Background: an optimization exercise with open tools, aiming at small area, a short achievable clock period and few clock cycles. Do not read the settings as production practice.
RTL that was checked went through simulation tests only; none was proved equivalent to the original.
Power and IR drop assume default switching activity.

==> inputs of trial 79 <==
Design exec_unit_top, start of the top module:
module exec_unit_top (
        input  logic        clk,
        input  logic        reset,
        input  logic        start,
        input  logic [4:0]  op,
        input  logic [31:0] data1,
        input  logic [31:0] data2,
        output logic        busy,
        output logic        done,
        output logic [31:0] result,
        output logic        flag_zero,
        output logic        flag_sign,
        output logic        flag_sltu
);
        localparam logic [4:0] OP_ADD = 5'd0, OP_SLL = 5'd1, OP_SLT = 5'd2, OP_SLTU = 5'd3,
                OP_XOR = 5'd4, OP_SRL = 5'd5, OP_OR = 5'd6, OP_AND = 5'd7, OP_MUL = 5'd8,
                OP_MULH = 5'd9, OP_MULHSU = 5'd10, OP_MULHU = 5'd11, OP_DIV = 5'd12,
                OP_DIVU = 5'd13, OP_REM = 5'd14, OP_REMU = 5'd15, OP_SUB = 5'd16,
                OP_SRA = 5'd21, OP_FWD = 5'd24;
        logic        res_q;       
        logic        mul_q;       
        logic        dal_q;       
        logic        dit_q;       
        logic        fix_q;       
        logic [4:0]  cnt_q;       
        logic [8:0]  tsel_q;      
        logic [5:0]  bctl_q;      
        logic        hi_q;        
        logic        mext_q;      
        logic        pext_q;      
        logic        rem_q;       
        logic        negq_q;      
        logic        negr_q;      
        logic        osel_acc_q;  
        logic        osel_hi_q;   
        logic [2:0]  flags_q;
        logic [31:0] x_q;
        logic [33:0] y_q;         
        logic [63:0] acc_q;
        logic        accept;
  ...
==> flow/config.mk <==
export PLATFORM = sky130hd
export DESIGN_NAME = exec_unit_top
export DESIGN_NICKNAME = exec_unit_top
export VERILOG_FILES = /design/flow/design.v
export SDC_FILE = /design/flow/constraint.sdc
export NUM_CORES = 4
export LEC_CHECK = 0
export CAP_MARGIN = 20
export CORE_MARGIN = 2
export CORE_UTILIZATION = 40
export SETUP_SLACK_MARGIN = 5
export SLEW_MARGIN = 20
==> flow/constraint.sdc <==
create_clock -name core_clock -period 10.0 [get_ports {clk}]
set_input_delay 2.0000 -clock core_clock [delete_from_list [all_inputs] [get_ports {clk}]]
set_output_delay 2.0000 -clock core_clock [all_outputs]
set_load 0.01 [all_outputs]
standard.sh (not shown) runs the stock make flow with config.mk's settings and CLKGATE_MAP_FILE= SYNTH_SCRIPT=/design/flow/synth_recipe.tcl, a recipe that flattens the netlist after the stock synthesis.
==> flow/flow/run.sh <==
#!/bin/bash
# Layout flow: the standard layout (standard.sh, all ORFS steps unchanged)
# with one difference: the port buffers that global placement inserts on every
# input and output are sky130_fd_sc_hd__buf_2 instead of the delay cell that
# buffer_ports picks by default.  The make output goes to standard.log; each
# ORFS step keeps its own log under orfs/logs/.
set -euo pipefail
bash standard.sh "BUFFER_PORTS_ARGS=-buffer_cell sky130_fd_sc_hd__buf_2" finish > standard.log 2>&1
==> build 97 (differences from trial 79) <==
--- a/flow/design.v
+++ b/flow/design.v
@@ -103,10 +103,11 @@
         logic [8:0]  tsel_q;      
         logic [5:0]  bctl_q;      
         logic        hi_q;        
         logic        mext_q;      
         logic        pext_q;      
+        logic        sw_q;        
         logic        rem_q;       
         logic        negq_q;      
         logic        negr_q;      
         logic        osel_acc_q;  
         logic        osel_hi_q;   
@@ -264,11 +265,11 @@
         logic [33:0] row_hi;
         logic [33:0] row_lo;
         logic [63:0] acc_next;
         logic [8:0]  tsel_next;
         logic [5:0]  bctl_next;
-        assign mcand = {mext_q, x_q};
+        assign mcand = {mext_q, sw_q ? y_q[31:0] : x_q};
         assign m2 = {mext_q, mcand, 1'b0};   
         always_comb begin
                 for (int i = 0; i < 34; i++) begin
                         sel_hi[i] = (bctl_q[5] & m2[i+1]) | (bctl_q[4] & m2[i]);
                         sel_lo[i] = (bctl_q[2] & m2[i+1]) | (bctl_q[1] & m2[i]);
@@ -292,11 +293,11 @@
                 .cin  (1'b0),
                 .s    (acc_next),
                 .cout ()
         );
         assign tsel_next = {1'b0, tsel_q[8:1]};
-        assign bctl_next = booth_enc(pick_window(ext37({pext_q, y_q[31:0]}), tsel_next));
+        assign bctl_next = booth_enc(pick_window(ext37({pext_q, sw_q ? x_q : y_q[31:0]}), tsel_next));
         function automatic logic [5:0] clz32(input logic [31:0] v);
                 logic [15:0] v0;
                 logic [15:0] c0;
                 logic [7:0]  v1;
                 logic [15:0] c1;
@@ -348,20 +349,20 @@
                         else in_hit[k] = in_bx[k] & (in_neg1 ? in_za[k-1] : in_za[k]);
                 end
         end
         assign in_early = |in_hit;
         logic [33:0] d_diff34;
-        logic [33:0] d_diffh34;
-        logic        d_geh;       
-        logic        d_two;       
         pfx_add #(.W(34)) u_sub (
                 .a    ({2'b00, acc_q[63:32]}),
                 .b    (~y_q),
                 .cin  (1'b1),
                 .s    (d_diff34),
                 .cout (d_ge)
         );
+        logic [33:0] d_diffh34;
+        logic        d_geh;       
+        logic        d_two;       
         pfx_add #(.W(34)) u_subh (
                 .a    ({2'b00, acc_q[63:32]}),
                 .b    (~{1'b0, y_q[33:1]}),
                 .cin  (1'b1),
                 .s    (d_diffh34),
@@ -392,12 +393,12 @@
                 s_xor  = accept & in_alu & (op == OP_XOR);
                 s_or   = accept & in_alu & (op == OP_OR);
                 s_and  = accept & in_alu & (op == OP_AND);
                 s_slt  = accept & in_alu & (op == OP_SLT);
                 s_sltu = accept & in_alu & (op == OP_SLTU);
-                s_d2   = accept & ((in_alu & (op == OP_FWD)) | (in_mul & in_sw));
-                s_d1   = accept & ((in_mul & ~in_sw) | in_div);
+                s_d2   = accept & in_alu & (op == OP_FWD);
+                s_d1   = accept & (in_mul | in_div);
                 s_hold = ~accept;
         end
         always_comb begin
                 x_next = ({32{s_sum}} & sum)
                        | ({32{s_shr}} & sh_r[33:2])
@@ -457,21 +458,22 @@
                         rem_q <= in_rem;
                         negq_q <= in_dsigned & (data1[31] ^ data2[31]);
                         negr_q <= in_neg1;
                         mext_q <= in_sw ? in_ext2 : in_ext1;
                         pext_q <= in_sw ? in_ext1 : in_ext2;
+                        sw_q <= in_sw;
                         tsel_q <= in_sw ? in_t1 : in_t2;
                         bctl_q <= in_sw ? in_b1 : in_b2;
                         if (in_div) begin
                                 acc_q[63:32] <= (in_neg1 & ~in_bzero) ? neg_out : data1;
                                 acc_q[31:0] <= in_bzero ? 32'hffff_ffff : 32'b0;
                         end else begin
                                 acc_q <= 64'b0;
                         end
                         osel_acc_q <= in_mul | (in_div & ~(in_early & in_rem));
                         osel_hi_q <= in_rem;
-                        if (in_mul) y_q <= {2'b00, in_sw ? data1 : data2};
+                        if (in_mul) y_q <= {2'b00, data2};
                         else y_q <= {2'b00, abs2};
                         cla_q <= clz32(data1 ^ {32{in_neg1}});
                         clb_q <= clz32(data2 ^ {32{in_neg2}});
                 end else if (mul_q) begin
                         acc_q <= acc_next;
==> flow/config.mk (replaced) <==
export PLATFORM = sky130hd
export DESIGN_NAME = exec_unit_top
export DESIGN_NICKNAME = exec_unit_top
export VERILOG_FILES = /design/flow/design.v
export SDC_FILE = /design/flow/constraint.sdc
export NUM_CORES = 4
export LEC_CHECK = 0
export ABC_AREA = 1
export CAP_MARGIN = 20
export CORE_MARGIN = 2
export CORE_UTILIZATION = 40
export SETUP_SLACK_MARGIN = 5
export SLEW_MARGIN = 20
==> trial 23 (differences from trial 79) <==
--- a/flow/design.v
+++ b/flow/design.v
@@ -348,30 +348,19 @@
                         else in_hit[k] = in_bx[k] & (in_neg1 ? in_za[k-1] : in_za[k]);
                 end
         end
         assign in_early = |in_hit;
         logic [33:0] d_diff34;
-        logic [33:0] d_diffh34;
-        logic        d_geh;       
-        logic        d_two;       
         pfx_add #(.W(34)) u_sub (
                 .a    ({2'b00, acc_q[63:32]}),
                 .b    (~y_q),
                 .cin  (1'b1),
                 .s    (d_diff34),
                 .cout (d_ge)
         );
-        pfx_add #(.W(34)) u_subh (
-                .a    ({2'b00, acc_q[63:32]}),
-                .b    (~{1'b0, y_q[33:1]}),
-                .cin  (1'b1),
-                .s    (d_diffh34),
-                .cout (d_geh)
-        );
-        assign d_two = ~d_ge & (cnt_q != 5'd0);
         assign d_diff = d_diff34[31:0];
-        assign d_rem = d_ge ? d_diff : ((d_two & d_geh) ? d_diffh34[31:0] : acc_q[63:32]);
+        assign d_rem = d_ge ? d_diff : acc_q[63:32];
         assign d_neg = rem_q ? negr_q : negq_q;
         logic        s_sum;
         logic        s_shr;
         logic        s_shl;
         logic        s_xor;
@@ -436,11 +425,11 @@
                         end
                         if (dal_q) begin
                                 dal_q <= 1'b0;
                                 dit_q <= 1'b1;
                         end
-                        if (dit_q && (cnt_q == 5'd0 || (d_two && cnt_q == 5'd1))) begin
+                        if (dit_q && cnt_q == 5'd0) begin
                                 dit_q <= 1'b0;
                                 fix_q <= d_neg;
                                 res_q <= ~d_neg;
                         end
                         if (fix_q) begin
@@ -481,19 +470,13 @@
                 end else if (dal_q) begin
                         y_q <= sh_l;
                         cnt_q <= dsh;
                 end else if (dit_q) begin
                         acc_q[63:32] <= d_rem;
-                        if (d_two) begin
-                                acc_q[31:0] <= {acc_q[29:0], 1'b0, d_geh};
-                                y_q <= {2'b0, y_q[33:2]};
-                                cnt_q <= cnt_q - 5'd2;
-                        end else begin
-                                acc_q[31:0] <= {acc_q[30:0], d_ge};
-                                y_q <= {1'b0, y_q[33:1]};
-                                cnt_q <= cnt_q - 5'd1;
-                        end
+                        acc_q[31:0] <= {acc_q[30:0], d_ge};
+                        y_q <= {1'b0, y_q[33:1]};
+                        cnt_q <= cnt_q - 5'd1;
                 end else if (fix_q) begin
                         if (rem_q) acc_q[63:32] <= neg_out;
                         else acc_q[31:0] <= neg_out;
                 end
         end
==> flow/run.sh (new file) <==
#!/bin/bash
# synth_recipe.tcl (not shown) runs the flow's synth.tcl, then flattens the netlist and writes it again
# the make line also repeats each setting of config.mk as NAME=value (left out here)
make -C /OpenROAD-flow-scripts/flow DESIGN_CONFIG=/design/flow/config.mk WORK_HOME=/design/flow/orfs CLKGATE_MAP_FILE= SYNTH_SCRIPT=/design/flow/synth_recipe.tcl finish
removed: flow/flow/run.sh
removed: flow/standard.sh
==> results.txt <==
quantity	trial 79	build 97	trial 23
Met3 usage	8.53%	11.7%	13.5%
Clock insertion delay at the later pin of the skew report	520 ps	530 ps	540 ps
Post-layout net count	4,549	5,492	4,346
Path length in cells of the critical path	10	17	15
Dpl hpwl	125 mm	133 mm	119 mm
Total placed instance area	33,000 um2	33,300 um2	31,800 um2
Global routing usage on met2	59.9%	59.4%	61.2%
Final instance count without filler cells	5,137	6,088	4,890
Via count of the routed design	35,100	38,100	34,600
Status	finished clean	finished clean	finished clean
Pre-CTS setup slack	3150 ps	4000 ps	2820 ps
Standard-cell row count	102	103	99
Clk network pwr share	11.7%	11.9%	12.7%
Total internal power	0.00294 W	0.00275 W	0.00285 W
Register clock-pin slew on the reported worst setup and hold paths	80 ps	90 ps	100 ps
Testbench counts of build 97, summed over its fixed seeds: cycles 11,044.
Testbench counts of trial 23, summed over its fixed seeds: cycles 12,117.
For trial 79, only the layout was checked, not whether the RTL still works.

---

==> yarrow <==
Another version of the RTL of exec_unit_top (not shown whole).
==> flow/design.v (excerpt) <==
module exec_unit_top (
        input  logic        clk,
        input  logic        reset,
        input  logic        start,
        input  logic [4:0]  op,
        input  logic [31:0] data1,
        input  logic [31:0] data2,
        output logic        busy,
        output logic        done,
        output logic [31:0] result,
        output logic        flag_zero,
        output logic        flag_sign,
        output logic        flag_sltu
);
        localparam logic [4:0] OP_ADD = 5'd0, OP_SLL = 5'd1, OP_SLT = 5'd2, OP_SLTU = 5'd3,
                OP_XOR = 5'd4, OP_SRL = 5'd5, OP_OR = 5'd6, OP_AND = 5'd7, OP_MUL = 5'd8,
                OP_MULH = 5'd9, OP_MULHSU = 5'd10, OP_MULHU = 5'd11, OP_DIV = 5'd12,
                OP_DIVU = 5'd13, OP_REM = 5'd14, OP_REMU = 5'd15, OP_SUB = 5'd16,
                OP_SRA = 5'd21, OP_FWD = 5'd24;
        logic        res_q;       
        logic        mul_q;       
        logic        dal_q;       
        logic        dit_q;       
        logic        fix_q;       
        logic [4:0]  cnt_q;       
        logic [8:0]  tsel_q;      
        logic [5:0]  bctl_q;      
        logic        hi_q;        
        logic        mext_q;      
        logic        pext_q;      
        logic        sw_q;        
        logic        rem_q;       
  ...
Settings: LEC_CHECK=0, ABC_AREA=1, CAP_MARGIN=20, CORE_MARGIN=2, CORE_UTILIZATION=40, SETUP_SLACK_MARGIN=5, SLEW_MARGIN=20; clock period 10.0 ns.
==> flow/flow/run.sh <==
#!/bin/bash
# Layout flow: the standard layout (standard.sh, all ORFS steps unchanged)
# with one difference: the port buffers that global placement inserts on every
# input and output are sky130_fd_sc_hd__buf_2 instead of the delay cell that
# buffer_ports picks by default.  The make output goes to standard.log; each
# ORFS step keeps its own log under orfs/logs/.
set -euo pipefail
bash standard.sh "BUFFER_PORTS_ARGS=-buffer_cell sky130_fd_sc_hd__buf_2" finish > standard.log 2>&1
==> cedar: changes against yarrow <==
--- a/flow/design.v
+++ b/flow/design.v
@@ -100,17 +100,16 @@
         logic        dit_q;       
         logic        fix_q;       
         logic [4:0]  cnt_q;       
         logic [8:0]  tsel_q;      
         logic [5:0]  bctl_q;      
         logic        hi_q;        
         logic        mext_q;      
         logic        pext_q;      
-        logic        sw_q;        
         logic        rem_q;       
         logic        negq_q;      
         logic        negr_q;      
         logic        osel_acc_q;  
         logic        osel_hi_q;   
         logic [2:0]  flags_q;
         logic [31:0] x_q;
         logic [33:0] y_q;         
@@ -262,17 +261,17 @@
         logic [34:0] m2;
         logic [33:0] sel_hi;
         logic [33:0] sel_lo;
         logic [33:0] row_hi;
         logic [33:0] row_lo;
         logic [63:0] acc_next;
         logic [8:0]  tsel_next;
         logic [5:0]  bctl_next;
-        assign mcand = {mext_q, sw_q ? y_q[31:0] : x_q};
+        assign mcand = {mext_q, x_q};
         assign m2 = {mext_q, mcand, 1'b0};   
         always_comb begin
                 for (int i = 0; i < 34; i++) begin
                         sel_hi[i] = (bctl_q[5] & m2[i+1]) | (bctl_q[4] & m2[i]);
                         sel_lo[i] = (bctl_q[2] & m2[i+1]) | (bctl_q[1] & m2[i]);
                 end
         end
         assign row_hi = sel_hi ^ {34{bctl_q[3]}};
@@ -290,17 +289,17 @@
         pfx_add #(.W(64)) u_macc (
                 .a    (csa_s),
                 .b    ({csa_k[62:0], 1'b0}),
                 .cin  (1'b0),
                 .s    (acc_next),
                 .cout ()
         );
         assign tsel_next = {1'b0, tsel_q[8:1]};
-        assign bctl_next = booth_enc(pick_window(ext37({pext_q, sw_q ? x_q : y_q[31:0]}), tsel_next));
+        assign bctl_next = booth_enc(pick_window(ext37({pext_q, y_q[31:0]}), tsel_next));
         function automatic logic [5:0] clz32(input logic [31:0] v);
                 logic [15:0] v0;
                 logic [15:0] c0;
                 logic [7:0]  v1;
                 logic [15:0] c1;
                 logic [3:0]  v2;
                 logic [11:0] c2;
                 logic [1:0]  v3;
@@ -379,18 +378,18 @@
                 s_sum  = accept & in_alu & ((op == OP_ADD) | (op == OP_SUB));
                 s_shr  = accept & in_alu & ((op == OP_SRL) | (op == OP_SRA));
                 s_shl  = accept & in_alu & (op == OP_SLL);
                 s_xor  = accept & in_alu & (op == OP_XOR);
                 s_or   = accept & in_alu & (op == OP_OR);
                 s_and  = accept & in_alu & (op == OP_AND);
                 s_slt  = accept & in_alu & (op == OP_SLT);
                 s_sltu = accept & in_alu & (op == OP_SLTU);
-                s_d2   = accept & in_alu & (op == OP_FWD);
-                s_d1   = accept & (in_mul | in_div);
+                s_d2   = accept & ((in_alu & (op == OP_FWD)) | (in_mul & in_sw));
+                s_d1   = accept & ((in_mul & ~in_sw) | in_div);
                 s_hold = ~accept;
         end
         always_comb begin
                 x_next = ({32{s_sum}} & sum)
                        | ({32{s_shr}} & sh_r[33:2])
                        | ({32{s_shl}} & sh_l[31:0])
                        | ({32{s_xor}} & (data1 ^ data2))
                        | ({32{s_or}} & (data1 | data2))
@@ -444,28 +443,27 @@
                 if (accept) begin
                         flags_q <= {data1 == data2, lt_s, lt_u};
                         hi_q <= (op[1:0] != 2'b00);
                         rem_q <= in_rem;
                         negq_q <= in_dsigned & (data1[31] ^ data2[31]);
                         negr_q <= in_neg1;
                         mext_q <= in_sw ? in_ext2 : in_ext1;
                         pext_q <= in_sw ? in_ext1 : in_ext2;
-                        sw_q <= in_sw;
                         tsel_q <= in_sw ? in_t1 : in_t2;
                         bctl_q <= in_sw ? in_b1 : in_b2;
                         if (in_div) begin
                                 acc_q[63:32] <= (in_neg1 & ~in_bzero) ? neg_out : data1;
                                 acc_q[31:0] <= in_bzero ? 32'hffff_ffff : 32'b0;
                         end else begin
                                 acc_q <= 64'b0;
                         end
                         osel_acc_q <= in_mul | (in_div & ~(in_early & in_rem));
                         osel_hi_q <= in_rem;
-                        if (in_mul) y_q <= {2'b00, data2};
+                        if (in_mul) y_q <= {2'b00, in_sw ? data1 : data2};
                         else y_q <= {2'b00, abs2};
                         cla_q <= clz32(data1 ^ {32{in_neg1}});
                         clb_q <= clz32(data2 ^ {32{in_neg2}});
                 end else if (mul_q) begin
                         acc_q <= acc_next;
                         tsel_q <= tsel_next;
                         bctl_q <= bctl_next;
                         osel_hi_q <= hi_q;
ABC_AREA = default   (was 1)
==> qor summary <==
| quantity | cedar | yarrow |
|---|---|---|
| Result of the run | finished clean | finished clean |
| P_seq | 1.11 mW | 1.10 mW |
| Multi-input gates | 3,110 | 3,670 |
| Layout cell share with drive strength beyond 1 | 16.1% | 10.3% |
| Met2 track utilization from global routing | 61.2% | 68.3% |
| Switch share | 51.6% | 55.2% |
| Number of setup buffers added after CTS | 38 | 8 |
| WL per Instance | 34.3 um | 31.6 um |
| Non-clock buffers, area share | 6.71% | 5.31% |
| Clock group share of total power | 12.7% | 12.9% |
| Final Power | 5.76 mW | 5.82 mW |
| Global-route wire length before repair | 224 mm | 246 mm |
| Post-synthesis mux area share | 7.66% | 0% |
| Post-synthesis adder-cell area fraction | 16.9% | 16.9% |
| Largest voltage drop on the vdd net | 0.000151 V | 0.000131 V |
| Leading cell type in the layout, fill and taps excluded | sky130_fd_sc_hd__a21oi_1 | sky130_fd_sc_hd__nand2_1 |
| Post-synthesis net count | 4,178 | 5,005 |
| Min Clock Period, post-route | 5.15 ns | 5.04 ns |
| Floorplan core area | 73,100 um^2 | 73,200 um^2 |
| Met2 layer wire length in the routed design | 67.9 mm | 75.4 mm |
| Number of global-route vias before repair | 30,256 | 32,905 |
Testbench counts of yarrow, summed over its fixed seeds: cycles 12,117.
Testbench counts of cedar, summed over its fixed seeds: cycles 12,117.

[afterwards: timing with drivers on the ports]
The results above use ideal ports. As a check the final layouts listed here were re-extracted and re-timed, cells and wires unchanged.
Step 1 (the two cells are an assumption about what drives the block):
set clk [get_ports {clk}]
set_driving_cell -lib_cell sky130_fd_sc_hd__clkbuf_16 $clk
set_driving_cell -lib_cell sky130_fd_sc_hd__buf_2 [delete_from_list [all_inputs] $clk]
Step 2 also shifts input and output timing later by t, the mid clock arrival at the registers, as if the neighbouring blocks saw the same clock.
a / b / c = ideal / step 1 / step 2; a / b = the first two.
run | t, ns | setup WS [ns] | worst setup path after step 2
trial 79 | 0.586 | 4.824 / 4.871 / 4.285 | input to register
build 97 | 0.583 | 5.051 / 5.086 / 4.503 | input to register
trial 23 | 0.604 | 4.849 / 4.876 / 4.272 | input to register
yarrow | 0.574 | 4.964 / 4.997 / 4.423 | input to register
cedar | 0.589 | 4.847 / 4.899 / 4.311 | input to register
After both steps every run listed still meets setup and hold. For trial 23, which loses most, drivers alone change the setup slack by +0.027 ns; drivers and shift together by -0.577 ns.
